This is an optimization exercise on Yosys and OpenROAD, whose aim is small area, not a production implementation. The RTL was checked by simulation tests, not by an equivalence proof against the original design. No activity file was given, so power comes from the tool's default toggle rates.

### flow/flow/run.sh
#!/bin/bash
# Standard layout with three changes: the port buffers are buf_2 cells instead of
# the default delay buffer; power recovery downsizes gates off the critical paths
# after global routing; and a hook after global routing repairs any slew,
# capacitance or setup violations that left. Every tool's output goes to its own
# log in this folder.
set -o pipefail
export BUFFER_PORTS_ARGS="-buffer_cell sky130_fd_sc_hd__buf_2"
export RECOVER_POWER=100
export POST_GLOBAL_ROUTE_TCL="$(pwd)/flow/post_grt.tcl"
bash standard.sh > standard.log 2>&1
### flow/flow/post_grt.tcl
# Runs at the end of global routing, after power recovery has downsized gates off the
# critical paths: downsize once more, then fix any slew, capacitance or setup violations the downsizing left,
# then route the changed nets again and rewrite the route guides.
puts "post_grt: a second power recovery pass, then repair"
log_cmd estimate_parasitics -global_routing
log_cmd global_route -start_incremental
log_cmd repair_timing -recover_power 100 -match_cell_footprint -verbose
log_cmd repair_design -slew_margin 10 -cap_margin 10 -match_cell_footprint -verbose
log_cmd detailed_placement
log_cmd global_route -end_incremental -congestion_report_file $::env(REPORTS_DIR)/congestion_post_grt_hook1.rpt
log_cmd estimate_parasitics -global_routing
log_cmd global_route -start_incremental
log_cmd repair_timing -setup -setup_margin 0.1 -repair_tns 100 -match_cell_footprint -verbose
log_cmd detailed_placement
log_cmd global_route -end_incremental -congestion_report_file $::env(REPORTS_DIR)/congestion_post_grt_hook2.rpt
log_cmd estimate_parasitics -global_routing
report_tns
report_wns
log_cmd write_guides $::env(RESULTS_DIR)/route.guide
### flow/standard.sh
#!/bin/bash
# synth_recipe.tcl (not shown) runs the flow's synth.tcl, then flattens the netlist and writes it again
# the make line also repeats each setting of config.mk as NAME=value (left out here)
make -C /OpenROAD-flow-scripts/flow DESIGN_CONFIG=/design/flow/config.mk WORK_HOME=/design/flow/orfs CLKGATE_MAP_FILE= SYNTH_SCRIPT=/design/flow/synth_recipe.tcl "${@:-finish}"
### flow/config.mk
export PLATFORM = sky130hd
export DESIGN_NAME = fifo_ctl_top
export DESIGN_NICKNAME = fifo_ctl_top
export VERILOG_FILES = /design/flow/design.v
export SDC_FILE = /design/flow/constraint.sdc
export NUM_CORES = 4
export LEC_CHECK = 0
export CAP_MARGIN = 0
export CORE_MARGIN = 2
export CORE_UTILIZATION = 40
export CTS_BUF_LIST = sky130_fd_sc_hd__clkbuf_16
export CTS_CLUSTER_DIAMETER = 100
export CTS_CLUSTER_SIZE = 30
export SLEW_MARGIN = 0
### flow/constraint.sdc
create_clock -name core_clock -period 4.0 [get_ports {clk}]
set_input_delay 0.8000 -clock core_clock [delete_from_list [all_inputs] [get_ports {clk}]]
set_output_delay 0.8000 -clock core_clock [all_outputs]
set_load 0.01 [all_outputs]
### flow/design.v
`timescale 1ns/100ps
module fifo_ctl_top
(
    input  logic        clk,
    input  logic        rst,
    input  logic [63:0] i_rx_data,           
    input  logic        i_rx_valid,
    output logic [31:0] o_tx_data,
    output logic [1:0]  o_tx_tag,            
    output logic [1:0]  o_tx_ctx,
    output logic        o_tx_valid,
    input  logic        i_tx_ready
);
    logic        magic_ok;
    logic        is_loop;
    logic        is_cmd;
    logic [15:0] cmd_addr;
    logic [15:0] cmd_mask;
    logic [15:0] cmd_value;
    logic [2:0]  off;
    logic        rw_hit;
    logic        ro_hit;
    logic        do_read;
    logic        do_write;
    assign magic_ok  = i_rx_valid && (i_rx_data[7:0] == 8'h77);
    assign is_loop   = magic_ok && (i_rx_data[9:8] == 2'b10);
    assign is_cmd    = magic_ok && (i_rx_data[9:8] == 2'b11);
    assign cmd_addr  = i_rx_data[31:16];
    assign cmd_mask  = {i_rx_data[39:32], i_rx_data[47:40]};
    assign cmd_value = {i_rx_data[55:48], i_rx_data[63:56]};
    assign off       = cmd_addr[2:0];
    assign rw_hit    = cmd_addr[15] && (cmd_addr[14:3] == 12'd0) && (off != 3'd7);
    assign ro_hit    = !cmd_addr[15] && (cmd_addr[14:4] == 11'd0) && (cmd_addr[3:0] != 4'hf);
    assign do_read   = is_cmd && i_rx_data[12];
    assign do_write  = is_cmd && i_rx_data[13] && rw_hit;
    logic [7:0]  rw_b [0:7];
    logic [15:0] send_count;
    logic        send_en;
    logic        do_count;
    logic        resp_afull;
    assign send_count = {rw_b[5], rw_b[4]};
    assign send_en    = rw_b[2][0];
    assign do_count   = !do_read && !do_write && !resp_afull && send_en &&
                        (send_count != 16'h0000);
    logic [15:0] count_dec;
    assign count_dec = send_count - 16'd1;
    logic [7:0] v_par [0:1];
    logic [7:0] m_par [0:1];
    logic [7:0] touch;
    assign v_par[0] = off[0] ? cmd_value[15:8] : cmd_value[7:0];
    assign v_par[1] = off[0] ? cmd_value[7:0]  : cmd_value[15:8];
    assign m_par[0] = off[0] ? cmd_mask[15:8]  : cmd_mask[7:0];
    assign m_par[1] = off[0] ? cmd_mask[7:0]   : cmd_mask[15:8];
    always_comb
        for (int b = 0; b < 8; b++)
            touch[b] = do_write && ((b < 7 && off == 3'(b)) || (b > 0 && off == 3'(b - 1)));
    always_ff @(posedge clk)
    begin
        for (int b = 0; b < 8; b++)
            for (int j = 0; j < 8; j++)
            begin
                if (rst)
                    rw_b[b][j] <= (b == 0) ? 1'((8'hcd >> j) & 1) :
                                  (b == 1) ? 1'((8'hef >> j) & 1) : 1'b0;
                else if (touch[b] && m_par[b % 2][j])
                    rw_b[b][j] <= v_par[b % 2][j];
                else if (do_count && (b == 4 || b == 5))
                    rw_b[b][j] <= count_dec[(b - 4) * 8 + j];
            end
    end
    logic [15:0] rw_rd;          
    logic [19:0] resp_in;
    always_comb
    begin
        logic [7:0] ev;
        logic [7:0] od;
        ev = rw_b[{off[2:1] + 2'(off[0]), 1'b0}];
        od = rw_b[{off[2:1], 1'b1}];
        rw_rd = off[0] ? {od, ev} : {ev, od};
    end
    always_comb
    begin
        if (do_read)
            resp_in = rw_hit ? {1'b1, off, rw_rd} : {3'b000, ro_hit, cmd_addr};
        else
            resp_in = {4'b1111, send_count};
    end
    function automatic logic [15:0] ro_data(input logic hit, input logic [3:0] a);
        logic [127:0] img;
        logic [7:0]   lo;
        logic [7:0]   hi;
        img = 128'hc0ffee01_0005_0201_00000010_0000_ab89;
        lo  = img[{a, 3'b000} +: 8];
        hi  = img[{a + 4'd1, 3'b000} +: 8];
        if (hit)
            ro_data = {lo, hi};
        else
            ro_data = 16'h0000;
    endfunction
    logic [33:0] loop_mem [0:15];
    logic [19:0] resp_mem [0:15];
    logic [4:0]  loop_wp, loop_rp, resp_wp, resp_rp;
    logic [4:0]  loop_wp_nx, loop_rp_nx, resp_wp_nx, resp_rp_nx;
    logic [4:0]  resp_cnt_nx;                
    logic        loop_ne, resp_ne;           
    logic        loop_full, resp_full;       
    logic        resp_af;                    
    logic        loop_wr, resp_wr;
    logic        loop_pop, resp_pop;
    logic        load_ok;
    assign resp_afull = resp_af;
    assign load_ok  = !o_tx_valid || i_tx_ready;
    assign loop_pop = load_ok && loop_ne;
    assign resp_pop = load_ok && !loop_ne && resp_ne;
    assign loop_wr = !rst && is_loop && (!loop_full || loop_pop);
    assign resp_wr = !rst && (do_read || do_count) && (!resp_full || resp_pop);
    assign loop_wp_nx  = loop_wp + 5'(loop_wr);
    assign loop_rp_nx  = loop_rp + 5'(loop_pop);
    assign resp_wp_nx  = resp_wp + 5'(resp_wr);
    assign resp_rp_nx  = resp_rp + 5'(resp_pop);
    assign resp_cnt_nx = resp_wp - resp_rp_nx;
    always_ff @(posedge clk)
    begin
        if (rst)
        begin
            loop_wp   <= '0;
            loop_rp   <= '0;
            loop_ne   <= 1'b0;
            loop_full <= 1'b0;
            resp_wp   <= '0;
            resp_rp   <= '0;
            resp_ne   <= 1'b0;
            resp_full <= 1'b0;
            resp_af   <= 1'b0;
        end
        else
        begin
            loop_wp   <= loop_wp_nx;
            loop_rp   <= loop_rp_nx;
            loop_ne   <= (loop_wp != loop_rp_nx);
            loop_full <= ((loop_wp_nx ^ loop_rp_nx) == 5'b10000);
            resp_wp   <= resp_wp_nx;
            resp_rp   <= resp_rp_nx;
            resp_ne   <= (resp_wp != resp_rp_nx);
            resp_full <= ((resp_wp_nx ^ resp_rp_nx) == 5'b10000);
            resp_af   <= (resp_cnt_nx >= 5'd12);
        end
    end
    always_ff @(posedge clk)
    begin
        if (loop_wr)
            loop_mem[loop_wp[3:0]] <= {i_rx_data[11:10], i_rx_data[63:32]};
        if (resp_wr)
            resp_mem[resp_wp[3:0]] <= resp_in;
    end
    logic [33:0] loop_head;
    logic [19:0] resp_head;
    logic [31:0] resp_word;
    always_comb
    begin
        loop_head = '0;
        resp_head = '0;
        for (int i = 0; i < 16; i++)
        begin
            loop_head = loop_head | ({34{loop_ne && loop_rp[3:0] == 4'(i)}} & loop_mem[i]);
            resp_head = resp_head | ({20{!loop_ne && resp_rp[3:0] == 4'(i)}} & resp_mem[i]);
        end
    end
    always_comb
    begin
        if (!resp_head[19])
            resp_word = {resp_head[15:0], ro_data(resp_head[16], resp_head[3:0])};
        else if (resp_head[18:16] == 3'd7)
            resp_word = {16'hfffe, resp_head[15:0]};
        else
            resp_word = {13'h1000, resp_head[18:16], resp_head[15:0]};
    end
    logic tag_resp;
    always_ff @(posedge clk)
    begin
        if (rst)
            o_tx_valid <= 1'b0;
        else if (load_ok)
            o_tx_valid <= loop_pop || resp_pop;
    end
    always_ff @(posedge clk)
    begin
        if (loop_pop || resp_pop)
        begin
            o_tx_data <= loop_head[31:0] | resp_word;
            o_tx_ctx  <= loop_head[33:32];
            tag_resp  <= !loop_ne;
        end
    end
    assign o_tx_tag = {1'b1, tag_resp};
endmodule
==> impl_metrics.sql, run 1 <==
INSERT INTO impl_metrics (metric_group, metric, value, unit) VALUES
('worst_setup_path', 'crit_buf_inv', '3', ''),
('worst_setup_path', 'regToRegStartpoint', 'rw_b[4][0]$_SDFFE_PP0P_', ''),
('worst_setup_path', 'crit_end', 'resp_mem[8][15]$_DFFE_PP_', ''),
('placed_design', 'postPlaceCellArea', '42180', 'µm²'),
('route', 'drc', '0', ''),
('yosys', 'synthDistinctLibCells', '74', ''),
('route', 'first_iter_violations', '3214', ''),
('layout', 'final_cell_mix', 'edfxtp_1 (899), nand2_1 (199), a22oi_1 (184)', ''),
('clocking', 'cts.repair.resized', '0', ''),
('placed_design', 'dp.final_hpwl', '72210', 'µm'),
('worst_setup_path', 'slowest_stage', 'or3b_2', ''),
('placed_design', 'pre_cts_slack', '78.97', 'ps'),
('worst_setup_path', 'timing.critical_path.to_type', 'register', ''),
('sta', 'setup_slack_after_layout', '219.2', 'ps'),
('layout', 'filler_cell_count', '8558', ''),
('sta', 'setup_viol_count_final', '0', ''),
('floorplan', 'placeableCoreArea', '96420', 'µm²'),
('global_route', 'vias_in_the_first_global_route', '23680', ''),
('worst_setup_path', 'cp_cell_instances', 'inv_1 -> ha_1 -> nand3b_1 -> o41a_1 -> nand2_1 -> a221o_1 -> clkbuf_1 -> or3b_2 -> nor3_1 -> clkbuf_4', ''),
('route', 'num_vias', '24570', ''),
('pwr', 'ir_worst_vdd', '0.2745', 'mV'),
('global_route', 'grt_max_degree', '62', ''),
('yosys', 'synth-seq-area-share', '74.13', '%'),
('sta', 'finalMaxSlewViolations', '0', ''),
('layout', 'layout.cells.most_common', 'edfxtp_1', ''),
('route', 'finalWirelength', '117300', 'µm'),
('layout', 'fin_nets', '2782', ''),
('pwr', 'switching_part_of_the_total_power', '23.45', '%'),
('layout', 'postLayoutCoreUtil', '44.45', '%'),
('worst_setup_path', 'ff2ff_path_depth', '10', ''),
('worst_setup_path', 'timing.critical_path.required', '4270', 'ps'),
('floorplan', 'die_height', '315.6', 'µm'),
('worst_setup_path', 'critical_path_cell_count', '10', ''),
('yosys', 'synth-edff-count', '899', ''),
('layout', 'register_area', '28800', 'µm²'),
('sta', 'max_slew.worst_pin.slew', '1243', 'ps'),
('pwr', 'internal_power', '0.01370', 'W'),
('clocking', 'post_cts.repair.setup_buffers', '0', ''),
('yosys', 'syn-instance-count', '2530', ''),
('hold_path', 'hold_class', 'reg -> reg', ''),
('outcome', 'run_status', 'finished clean', ''),
('yosys', 'ys_seq_elements', '989', ''),
('clocking', 'cts_tree', 'built', ''),
('pwr', 'power.share.sequential', '63.5', '%'),
('floorplan', 'initial_core_util', '40.29', '%'),
('hold_path', 'cell_depth_of_the_worst_min_delay_path', '2', ''),
('sta', 'max_clock_freq', '264.5', 'MHz'),
('pwr', 'powerDensity', '417.6', 'nW/µm²'),
('worst_setup_path', 'critical_path.top_delay_family', 'simple AND/OR/NAND/NOR gates', ''),
('worst_setup_path', 'cp_slowest_stage_delay', '540', 'ps'),
('clocking', 'cts_sinks', '989', ''),
('yosys', 'yosys_warnings', '52', ''),
('route', 'wl_per_cell', '29.45', 'µm'),
('global_route', 'grt_antenna_before_repair', '10', ''),
('sta', 'timing.slew.headroom', '16.61', '%'),
('layout', 'post_layout_nonfiller_instances', '3984', ''),
('worst_setup_path', 'start_kind', 'register', ''),
('placed_design', 'placement.io_buffers', '101', ''),
('global_route', 'grt_pass1_wl', '166900', 'µm'),
('clocking', 'total_cts_buffers', '41', ''),
('pwr', 'cellLeakagePower', '13.91', 'nW'),
('route', 'viasPerCell', '6.167', ''),
('global_route', 'grt_remaining_overflow', '0', ''),
('clocking', 'ctsHoldBuffers', '0', ''),
('clocking', 'htree_levels', '2', ''),
('worst_setup_path', 'worstSetupStartpoint', 'rw_b[4][0]$_SDFFE_PP0P_', ''),
('sta', 'layout_worst_path_cycle_share', '94.52', '%'),
('worst_setup_path', 'critical_path_class', 'reg -> reg', ''),
('sta', 'timing.final.hold_violations', '0', ''),
('placed_design', 'place.detailed.instances', '3918', ''),
('layout', 'stdcell_area', '42860', 'µm²');
worst min path at each step:
stage,from,to,slack (ps)
after floorplan,rw_b[7][2]$_SDFFE_PP0P_,rw_b[7][2]$_SDFFE_PP0P_,430
after global placement,rw_b[7][2]$_SDFFE_PP0P_,rw_b[7][2]$_SDFFE_PP0P_,440
after detailed placement,rw_b[7][2]$_SDFFE_PP0P_,rw_b[7][2]$_SDFFE_PP0P_,460
after CTS,rw_b[7][2]$_SDFFE_PP0P_,rw_b[7][2]$_SDFFE_PP0P_,470
final,rw_b[7][2]$_SDFFE_PP0P_,rw_b[7][2]$_SDFFE_PP0P_,480
flip-flops by register name, summed over array words and instances (netlist names):
signal,flops
loop_mem,544
resp_mem,320
rw_b,64
o_tx_data,32
loop_rp,5
loop_wp,5
resp_rp,5
resp_wp,5
o_tx_ctx,2
loop_full,1
loop_ne,1
o_tx_valid,1
resp_af,1
resp_full,1
resp_ne,1
tag_resp,1
per-layer routing:
metal  GRT usage [%]  routed length, µm  vias to the layer above
li1                -                  -                    10410
met1           33.52              47930                    12640
met2           37.49              54910                     1370
met3           2.971              11550                      144
met4           5.687               2924                        2
met5               0                 11                        -
synthesized netlist by cell type (all sizes together), types with 8 or more instances:
cell type / number / area, µm²
nor4: 32 / 206.5
and3: 54 / 342.8
nand4: 51 / 319.1
a22oi: 184 / 1381
nand2b: 10 / 62.56
and2: 10 / 63.81
a211oi: 32 / 240.2
mux2: 23 / 259.0
nor3b: 9 / 77.57
o2111ai: 13 / 113.9
a221oi: 46 / 402.9
or3: 8 / 56.31
dfxtp: 90 / 1802
inv: 22 / 82.58
xor2: 18 / 157.7
a2111oi: 17 / 161.4
edfxtp: 899 / 27000
nor3: 54 / 295.3
xnor2: 25 / 226.5
nor2: 125 / 469.2
a22o: 31 / 271.5
a222oi: 51 / 510.5
ha: 25 / 312.8
mux2i: 53 / 530.5
o211ai: 8 / 60.06
o21ai: 51 / 255.2
nor2b: 15 / 93.84
nand3: 76 / 380.4
clkbuf: 97 / 364.1
a21oi: 62 / 310.3
buf: 46 / 255.2
mux4: 16 / 364.1
nand2: 200 / 750.7
and4: 14 / 122.6
power groups by stage:
stage / clock network, W / registers (W) / logic [W]
after CTS: 0.00520 / 0.0114 / 0.00140
final: 0.00513 / 0.0114 / 0.00140
after detailed placement: 0 / 0.0116 / 0.00139
after global placement: 0 / 0.0116 / 0.00136
after floorplan: 0 / 0.0116 / 0.000710
final cells by class:
class	instances	area share, %
Antenna cell	5	0.02919
Inverter	22	0.1927
Clock buffer	41	2.394
Timing Repair Buffer	258	3.819
Clock inverter	17	0.4671
Multi-Input combinational cell	1376	22.17
Tap cell	1276	3.725
Sequential cell	989	67.21
per-stage QoR:
stage / hold slack [ps] / TNS, ps / total power (W)
3_3_place_gp: 443.0 / 0 / 0.01296
6_report: 477.5 / 0 / 0.01790
2_1_floorplan: 433.2 / -43150 / 0.01229
4_1_cts: 473.2 / 0 / 0.01796
3_5_place_dp: 457.4 / 0 / 0.01299
worst min-delay path: stages, from the launching register on:
cell and delay, ps:
dfxtp_1 330, nand2_1 50, a21oi_1 60
kinds of logic after synthesis:
group | count (synthesis) | share of synthesized area (%)
compound gates | 527 | 10.25
simple gates | 687 | 8.993
mux | 92 | 2.970
flops | 989 | 74.13
xor+xnor | 43 | 0.9888
buf+inv | 165 | 1.807
fa+ha+maj | 26 | 0.8567
other cells | 1 | 0.009653
==> run 2, diff against run 1 <==
--- a/flow/flow/post_grt.tcl
+++ b/flow/flow/post_grt.tcl
@@ -1,9 +1,8 @@
 # Runs at the end of global routing, after power recovery has downsized gates off the
-# critical paths: downsize once more, then fix any slew, capacitance or setup violations the downsizing left,
+# critical paths: fix any slew, capacitance or setup violations the downsizing left,
 # then route the changed nets again and rewrite the route guides.
-puts "post_grt: a second power recovery pass, then repair"
+puts "post_grt: repair after power recovery"
 log_cmd estimate_parasitics -global_routing
 log_cmd global_route -start_incremental
-log_cmd repair_timing -recover_power 100 -match_cell_footprint -verbose
 log_cmd repair_design -slew_margin 10 -cap_margin 10 -match_cell_footprint -verbose
 log_cmd detailed_placement
--- a/flow/config.mk
+++ b/flow/config.mk
@@ -8,5 +8,5 @@
 export CAP_MARGIN = 0
 export CORE_MARGIN = 2
-export CORE_UTILIZATION = 40
+export CORE_UTILIZATION = 55
 export CTS_BUF_LIST = sky130_fd_sc_hd__clkbuf_16
 export CTS_CLUSTER_DIAMETER = 100
==> run 2 against run 1 <==
- hold slack got worse by 4.1 ps
- sequential power about the same
- maximum frequency increased by 0.74%
- worst setup slack improved by 28 ps
- sequential share of layout area increased by 0.72 points
- power decreased by 0.69%
- non-clock buffer count increased by 2
- register-to-register slack improved by 30 ps
- first-iteration DRC count increased by 6.0%
- cell area decreased by 1.1%
- cell count decreased by 8.5%
==> impl_metrics.sql, run 2 <==
INSERT INTO impl_metrics (metric_group, metric, value, unit) VALUES
('yosys', 'synth_area_leaders', 'edfxtp_1 (69%), dfxtp_1 (4.6%), a22oi_1 (3.6%)', ''),
('sta', 'finalClockSkew', '38.42', 'ps'),
('yosys', 'yosys.cell_count.top_type', 'edfxtp_1', ''),
('worst_setup_path', 'path_max_fanout', '20', ''),
('outcome', 'run_status', 'finished clean', ''),
('clocking', 'clk_root_buffer_cell', 'clkbuf_16', ''),
('route', 'num_vias', '24510', ''),
('worst_setup_path', 'timing.critical_path.to_type', 'register', ''),
('sta', 'finalMaxSlewViolations', '0', ''),
('route', 'finalWirelength', '117100', 'µm'),
('global_route', 'grt_pass1_wl', '166000', 'µm'),
('floorplan', 'fp-row-count', '97', ''),
('placed_design', 'placement.io_buffers', '101', ''),
('worst_setup_path', 'worstPathArrival', '3930', 'ps'),
('clocking', 'cts_sinks', '989', ''),
('floorplan', 'fp.dieArea', '72770', 'µm²'),
('route', 'viasPerCell', '6.727', ''),
('pwr', 'powerDensity', '419.1', 'nW/µm²'),
('yosys', 'synth_nets', '2624', ''),
('worst_setup_path', 'critical_path_class', 'reg -> reg', ''),
('route', 'final_antenna_net_count', '0', ''),
('yosys', 'ys_seq_elements', '989', ''),
('layout', 'largest_reg_flops', '544', ''),
('placed_design', 'place.gp.congestion', '0.8672', ''),
('clocking', 'total_cts_buffers', '39', ''),
('clocking', 'cts.repair.resized', '0', ''),
('global_route', 'grt_remaining_overflow', '0', ''),
('yosys', 'synth-edff-count', '899', ''),
('floorplan', 'initial_core_util', '55.47', '%'),
('pwr', 'ir_worst_vdd', '0.3053', 'mV'),
('layout', 'fin_nets', '2782', ''),
('sta', 'max_clock_freq', '266.5', 'MHz'),
('clocking', 'ctsHoldBuffers', '0', ''),
('layout', 'antenna_cells_inserted', '0', ''),
('worst_setup_path', 'start_kind', 'register', ''),
('yosys', 'syn-mean-instance-area', '15.35', 'µm²'),
('sta', 'fin_tns_setup', '0', 'ps'),
('yosys', 'synthesis.area', '38850', 'µm²'),
('yosys', 'yosys_warnings', '52', ''),
('global_route', 'grt_max_degree', '63', ''),
('route', 'first_iter_violations', '3406', ''),
('clocking', 'cts_tree', 'built', ''),
('global_route', 'grt_antenna_before_repair', '2', ''),
('route', 'drc', '0', ''),
('layout', 'post_route_cells_drive_above_1_share', '12.06', '%'),
('route', 'detailedRoute.firstPassIterationCount', '6', ''),
('yosys', 'synth-seq-area-share', '74.13', '%'),
('sta', 'period_needed', '3753', 'ps'),
('job', 'cap_violations', '0', ''),
('floorplan', 'die-width', '269.8', 'µm'),
('clocking', 'clk_transition_reported_paths', '120', 'ps'),
('placed_design', 'place.detailed.instances', '3584', ''),
('global_route', 'globalRouteTotalUtil', '31.81', '%'),
('clocking', 'clock_insertion_delay_at_the_later_pin_of_the_skew_report', '640', 'ps'),
('yosys', 'syn-instance-count', '2530', ''),
('floorplan', 'num_io_pins', '105', ''),
('route', 'wl_per_cell', '32.13', 'µm'),
('yosys', 'synthDistinctLibCells', '74', ''),
('global_route', 'vias_in_the_first_global_route', '23770', ''),
('yosys', 'postSynth.asyncResetShare', '0', '%'),
('sta', 'layout_worst_path_cycle_share', '93.82', '%'),
('layout', 'filler_cell_count', '5403', ''),
('layout', 'final_cell_mix', 'edfxtp_1 (899), nand2_1 (199), a22oi_1 (184)', ''),
('sta', 'timing.slew.headroom', '11.53', '%'),
('clocking', 'clock_tree.buffer_depth', '3', ''),
('layout', 'area_growth_syn_to_layout', '9.150', '%'),
('worst_setup_path', 'timing.critical_path.required', '4180', 'ps'),
('yosys', 'netlist.area_leader.share', '69.49', '%'),
('clocking', 'htree_levels', '2', ''),
('pwr', 'cellLeakagePower', '13.92', 'nW'),
('floorplan', 'placeableCoreArea', '70030', 'µm²'),
('floorplan', 'die_height', '269.8', 'µm'),
('sta', 'timing.final.hold_violations', '0', ''),
('sta', 'setup_viol_count_final', '0', ''),
('hold_path', 'hold_class', 'reg -> reg', ''),
('yosys', 'ys_dominant_reg_cell', 'edfxtp_1', ''),
('layout', 'post_layout_nonfiller_instances', '3644', ''),
('yosys', 'synth_area_leader_cell', 'edfxtp_1', ''),
('yosys', 'synth.top_cells.by_count', 'edfxtp_1 (899), nand2_1 (200), a22oi_1 (184)', ''),
('clocking', 'post_cts.repair.setup_buffers', '0', ''),
('sta', 'max_slew.worst_pin.slew', '1324', 'ps'),
('layout', 'layout.cells.most_common', 'edfxtp_1', ''),
('placed_design', 'dp.final_hpwl', '71550', 'µm');
run 2: path summary, 6_finish.rpt:
kind	startpoint	end	slack, ps	depth (start not counted)
max	rw_b[5][2]$_SDFFE_PP0P_	resp_mem[2][8]$_DFFE_PP_	250	8
min	rw_b[3][2]$_SDFFE_PP0P_	rw_b[3][2]$_SDFFE_PP0P_	470	2
max reg2reg	rw_b[5][2]$_SDFFE_PP0P_	resp_mem[2][8]$_DFFE_PP_	250	8
min reg2reg	rw_b[3][2]$_SDFFE_PP0P_	rw_b[3][2]$_SDFFE_PP0P_	470	2
run 2: final cells by class:
class | instances | area (µm²) | area share (%)
clock buffers | 40 | 1001 | 2.361
clock inverters | 17 | 131.4 | 0.3098
inverters | 22 | 82.58 | 0.1948
multi-input cells | 1376 | 9625 | 22.70
flip-flops and latches | 989 | 28800 | 67.92
well taps | 940 | 1176 | 2.774
repair buffers | 260 | 1584 | 3.736
run 2: worst max-delay path, cell delays in order (launching register included):
cell and delay [ps]:
dfxtp_1 390, or4_1 620, or4_1 490, o41a_1 490, nand2_1 110, a221o_1 210, clkbuf_1 350, nor4_2 90
clkbuf_2 550
run 2: logic make-up (layout without fill, tap and decap cells):
logic type      Yosys count  after routing  share of synthesized area [%]
compound gates          527            527                          10.25
fa+ha+maj                26             26                         0.8567
simple gates            687            687                          8.993
other cells               1              1                       0.009653
flops                   989            989                          74.13
xor+xnor                 43             43                         0.9888
mux                      92             92                          2.970
buf+inv                 165            339                          1.807
run 2: where the power goes:
group          switching, W  internal (W)  leakage [nW]
clock               0.00306       0.00193         0.598
sequential        0.0000523        0.0113          9.19
combinational      0.000977      0.000452          4.14
run 2: through the flow:
stage                     worst slack [ps]  utilization [%]  hold WS [ps]  instance area (µm²)  total power (W)
after floorplan                     -539.4                -         433.2                38880          0.01229
after global placement               215.7            59.63         440.7                41760          0.01298
after detailed placement             114.9            59.63         455.4                41760          0.01299
after CTS                            95.07            61.25         472.4                42890          0.01781
final                                247.1            60.55         473.4                42400          0.01777
run 2: per-layer routing:
layer  track usage (%)  vias to the layer above  routed length (µm)  share of wire, %
met5           0.06579                        -                  88             0.075
met4             9.371                        2                3676               3.1
met3             6.359                      164               12450                11
met2             49.06                     1329               53270                46
met1             46.28                    12600               47590                41
li1                  -                    10410                   -                 -
==> run 3, diff against run 2 <==
--- a/flow/config.mk
+++ b/flow/config.mk
@@ -8,5 +8,5 @@
 export CAP_MARGIN = 0
 export CORE_MARGIN = 2
-export CORE_UTILIZATION = 55
+export CORE_UTILIZATION = 45
 export CTS_BUF_LIST = sky130_fd_sc_hd__clkbuf_16
 export CTS_CLUSTER_DIAMETER = 100
==> run 3 against run 2 <==
- still clean on timing, DRC and antenna
- cell area grew 0.19%
- hold slack gained 8.1 ps
- cell count grew 5.5%
- critical path depth grew 2
- register-to-register slack lost 20 ps
- clock power shrank 2%
- clock-buffer cell count shrank 1
- clock skew shrank 6.0 ps
- wire length grew 0.87%
- power shrank 0.65%
- first-iteration DRC count shrank 0.38%
==> impl_metrics.sql, run 3 <==
INSERT INTO impl_metrics (metric_group, metric, value, unit) VALUES
('yosys', 'postSynth.asyncResetShare', '0', '%'),
('floorplan', 'num_io_pins', '105', ''),
('floorplan', 'initial_core_util', '45.48', '%'),
('yosys', 'synth-compound-area-share', '10.25', '%'),
('worst_setup_path', 'timing.critical_path.required', '4360', 'ps'),
('yosys', 'synth_simple_gate_area_share', '8.993', '%'),
('yosys', 'ys_dominant_reg_cell', 'edfxtp_1', ''),
('route', 'first_iter_violations', '3393', ''),
('global_route', 'grt_remaining_overflow', '0', ''),
('pwr', 'internal_power', '0.01357', 'W'),
('route', 'detailedRoute.firstPassIterationCount', '8', ''),
('outcome', 'run_status', 'finished clean', ''),
('clocking', 'total_cts_buffers', '39', ''),
('yosys', 'synth_area_leaders', 'edfxtp_1 (69%), dfxtp_1 (4.6%), a22oi_1 (3.6%)', ''),
('layout', 'fin_nets', '2775', ''),
('job', 'cap_violations', '0', ''),
('yosys', 'synthesis.area', '38850', 'µm²'),
('pwr', 'powerDensity', '415.6', 'nW/µm²'),
('sta', 'timing.final.hold_violations', '0', ''),
('yosys', 'share_of_synthesized_cell_area_in_full_adder_half_adder_and_majority_cells', '0.8567', '%'),
('clocking', 'cts.repair.resized', '0', ''),
('sta', 'fin_hold_ws', '481.5', 'ps'),
('sta', 'setup_viol_count_final', '0', ''),
('clocking', 'clk_transition_reported_paths', '120', 'ps'),
('global_route', 'vias_in_the_first_global_route', '23800', ''),
('yosys', 'synth.mux.area_fraction', '2.970', '%'),
('placed_design', 'placement.io_buffers', '101', ''),
('global_route', 'grt_antenna_before_repair', '9', ''),
('layout', 'filler_cell_count', '7305', ''),
('worst_setup_path', 'path_max_fanout', '12', ''),
('sta', 'layout_worst_path_cycle_share', '94.29', '%'),
('pwr', 'combinationalPowerShare', '7.9', '%'),
('clocking', 'clock_tree.buffer_depth', '3', ''),
('pwr', 'switching_part_of_the_total_power', '23.15', '%'),
('floorplan', 'fp.dieArea', '88690', 'µm²'),
('sta', 'max_clock_freq', '265.1', 'MHz'),
('placed_design', 'dp.final_hpwl', '71350', 'µm'),
('worst_setup_path', 'worstPathArrival', '4130', 'ps'),
('floorplan', 'die_height', '297.8', 'µm'),
('route', 'drc', '0', ''),
('placed_design', 'place.gp.congestion', '0.8738', ''),
('global_route', 'grt_pass1_wl', '168400', 'µm'),
('layout', 'post_layout_nonfiller_instances', '3846', ''),
('yosys', 'synth-edff-count', '899', ''),
('yosys', 'synth_nets', '2624', ''),
('yosys', 'synth-seq-area-share', '74.13', '%'),
('route', 'wl_per_cell', '30.70', 'µm'),
('yosys', 'ys_seq_elements', '989', ''),
('pwr', 'clockPowerShare', '27.8', '%'),
('clocking', 'cts_sinks', '989', ''),
('floorplan', 'fp-row-count', '107', ''),
('global_route', 'globalRouteTotalUtil', '26.15', '%'),
('worst_setup_path', 'start_kind', 'register', ''),
('pwr', 'power.share.sequential', '64.3', '%'),
('route', 'final_antenna_net_count', '0', ''),
('clocking', 'htree_levels', '2', ''),
('route', 'finalWirelength', '118100', 'µm'),
('route', 'num_vias', '24460', ''),
('yosys', 'syn-instance-count', '2530', ''),
('global_route', 'grt_max_degree', '62', ''),
('layout', 'area_growth_syn_to_layout', '9.363', '%'),
('layout', 'largest_reg_flops', '544', ''),
('sta', 'finalClockSkew', '32.38', 'ps'),
('clocking', 'cts_tree', 'built', ''),
('clocking', 'clock_insertion_delay_at_the_later_pin_of_the_skew_report', '630', 'ps'),
('layout', 'post_route_cells_drive_above_1_share', '11.61', '%'),
('route', 'viasPerCell', '6.360', ''),
('yosys', 'netlist.area_leader.share', '69.49', '%'),
('yosys', 'synth.top_cells.by_count', 'edfxtp_1 (899), nand2_1 (200), a22oi_1 (184)', ''),
('sta', 'fin_tns_setup', '0', 'ps'),
('hold_path', 'hold_class', 'reg -> reg', ''),
('yosys', 'yosys_warnings', '52', ''),
('yosys', 'synth_top_family_by_area', 'compound AO/OA/AOI/OAI gates', ''),
('yosys', 'yosys.cell_count.top_type', 'edfxtp_1', ''),
('layout', 'layout.cells.most_common', 'edfxtp_1', ''),
('yosys', 'syn-mean-instance-area', '15.35', 'µm²'),
('yosys', 'synthDistinctLibCells', '74', ''),
('pwr', 'ir_worst_vdd', '0.2889', 'mV'),
('clocking', 'post_cts.repair.setup_buffers', '0', ''),
('sta', 'timing.slew.headroom', '6.441', '%'),
('pwr', 'netSwitchingPower', '0.004088', 'W'),
('yosys', 'synthXorXnorAreaFrac', '0.9888', '%'),
('layout', 'final_cell_mix', 'edfxtp_1 (899), nand2_1 (199), a22oi_1 (184)', ''),
('clocking', 'ctsHoldBuffers', '0', ''),
('worst_setup_path', 'critical_path_class', 'reg -> reg', ''),
('clocking', 'clk_root_buffer_cell', 'clkbuf_16', ''),
('pwr', 'cellLeakagePower', '13.83', 'nW'),
('floorplan', 'die-width', '297.8', 'µm'),
('sta', 'finalMaxSlewViolations', '0', ''),
('sta', 'max_slew.worst_pin.slew', '1394', 'ps'),
('floorplan', 'placeableCoreArea', '85410', 'µm²'),
('placed_design', 'place.detailed.instances', '3782', ''),
('worst_setup_path', 'timing.critical_path.to_type', 'register', ''),
('yosys', 'synth_area_leader_cell', 'edfxtp_1', ''),
('sta', 'period_needed', '3772', 'ps');
-- run 3: cell counts after synthesis --
No cell type changed its count.
-- run 3: cell families (layout without fill, tap and decap cells) --
logic type / count (synthesis) / after routing
mux: 92 / 92
fa+ha+maj: 26 / 26
compound gates: 527 / 527
simple gates: 687 / 687
flops: 989 / 989
other cells: 1 / 7
xor+xnor: 43 / 43
buf+inv: 165 / 331
-- run 3: layout make-up --
class	count	area (µm²)	share of cell area, %
clock buffer	39	975.9	2.297
tap	1144	1431	3.369
antenna	6	15.01	0.03534
multi-input combinational	1376	9584	22.56
clock inverter	17	102.6	0.2415
sequential	989	28800	67.79
inverter	22	82.58	0.1944
timing repair buffer	253	1494	3.516
-- run 3: stage by stage --
step	util (%)	cell area, µm²	total power [W]	setup WS (ps)
finish	49.74	42480	0.01766	228.4
floorplan	-	38880	0.01229	-539.4
detailed placement	49.07	41910	0.01297	303.4
global placement	49.07	41910	0.01295	330.3
CTS	50.33	42990	0.01769	296.3
-- run 3: metal layers --
layer	GRT usage (%)	share of wire, %
met5	0	0
met4	7.239	2.7
met3	3.245	9.5
met2	42.14	47
met1	37.62	41
-- run 3: worst paths after layout --
| check | from | to | slack [ps] | cells after the start |
|---|---|---|---|---|
| worst max-delay path | resp_rp[3]$_SDFF_PP0_ | o_tx_data[1]$_DFFE_PP_ | 230 | 10 |
| worst min-delay path | rw_b[7][2]$_SDFFE_PP0P_ | rw_b[7][2]$_SDFFE_PP0P_ | 480 | 2 |
| worst max register to register | resp_rp[3]$_SDFF_PP0_ | o_tx_data[1]$_DFFE_PP_ | 230 | 10 |
| worst min register to register | rw_b[7][2]$_SDFFE_PP0P_ | rw_b[7][2]$_SDFFE_PP0P_ | 480 | 2 |
-- run 3: critical path, stage by stage (launching register included) --
cell	delay, ps
dfxtp_1	470
buf_4	280
nand2b_1	290
nor2_1	190
a2111oi_0	880
buf_4	220
and4_1	180
buf_4	190
nor2_1	150
and3_1	250
or3_1	420
-- run 3: power by group through the flow --
| stage | Clock, W | Combinational, W | Sequential (W) |
|---|---|---|---|
| after floorplan | 0 | 0.000710 | 0.0116 |
| after global placement | 0 | 0.00136 | 0.0116 |
| after detailed placement | 0 | 0.00138 | 0.0116 |
| after CTS | 0.00495 | 0.00139 | 0.0114 |
| final | 0.00491 | 0.00139 | 0.0114 |

[separate check: timing with driven ports]
In the flow no input, the clock included, has a driving cell. The finished layouts below were timed again as built, in two steps.
Step 1 (the two cells are an assumption about what drives the block):
set clk [get_ports {clk}]
set_driving_cell -lib_cell sky130_fd_sc_hd__clkbuf_16 $clk
set_driving_cell -lib_cell sky130_fd_sc_hd__buf_2 [delete_from_list [all_inputs] $clk]
Step 2 moves the port delays by t, midway between the first and last clock arrival at a register: inputs arrive t later, outputs are due t later. That takes back most of the time a late clock gives input paths.
Three values: ideal, step 1, step 2; two values: the first two.
| run | shift t [ns] | setup slack, ns | worst hold slack (ns) | slew at the worst register clock pin (ns) | worst slew at a driven data input, ns |
|---|---|---|---|---|---|
| run 1 | 0.681 | 0.219 / 0.219 / -0.201 | 0.478 / 0.462 / 0.478 | 0.12 / 0.12 | 0.16 |
| run 2 | 0.691 | 0.247 / 0.247 / -0.288 | 0.473 / 0.473 / 0.473 | 0.12 / 0.12 | 0.07 |
| run 3 | 0.685 | 0.228 / 0.228 / -0.213 | 0.481 / 0.481 / 0.481 | 0.12 / 0.12 | 0.11 |
With both steps, setup timing fails in every run listed, where it was met with ideal ports. For run 2, which loses most, drivers alone change the setup slack by 0.000 ns; drivers and shift together by -0.535 ns.
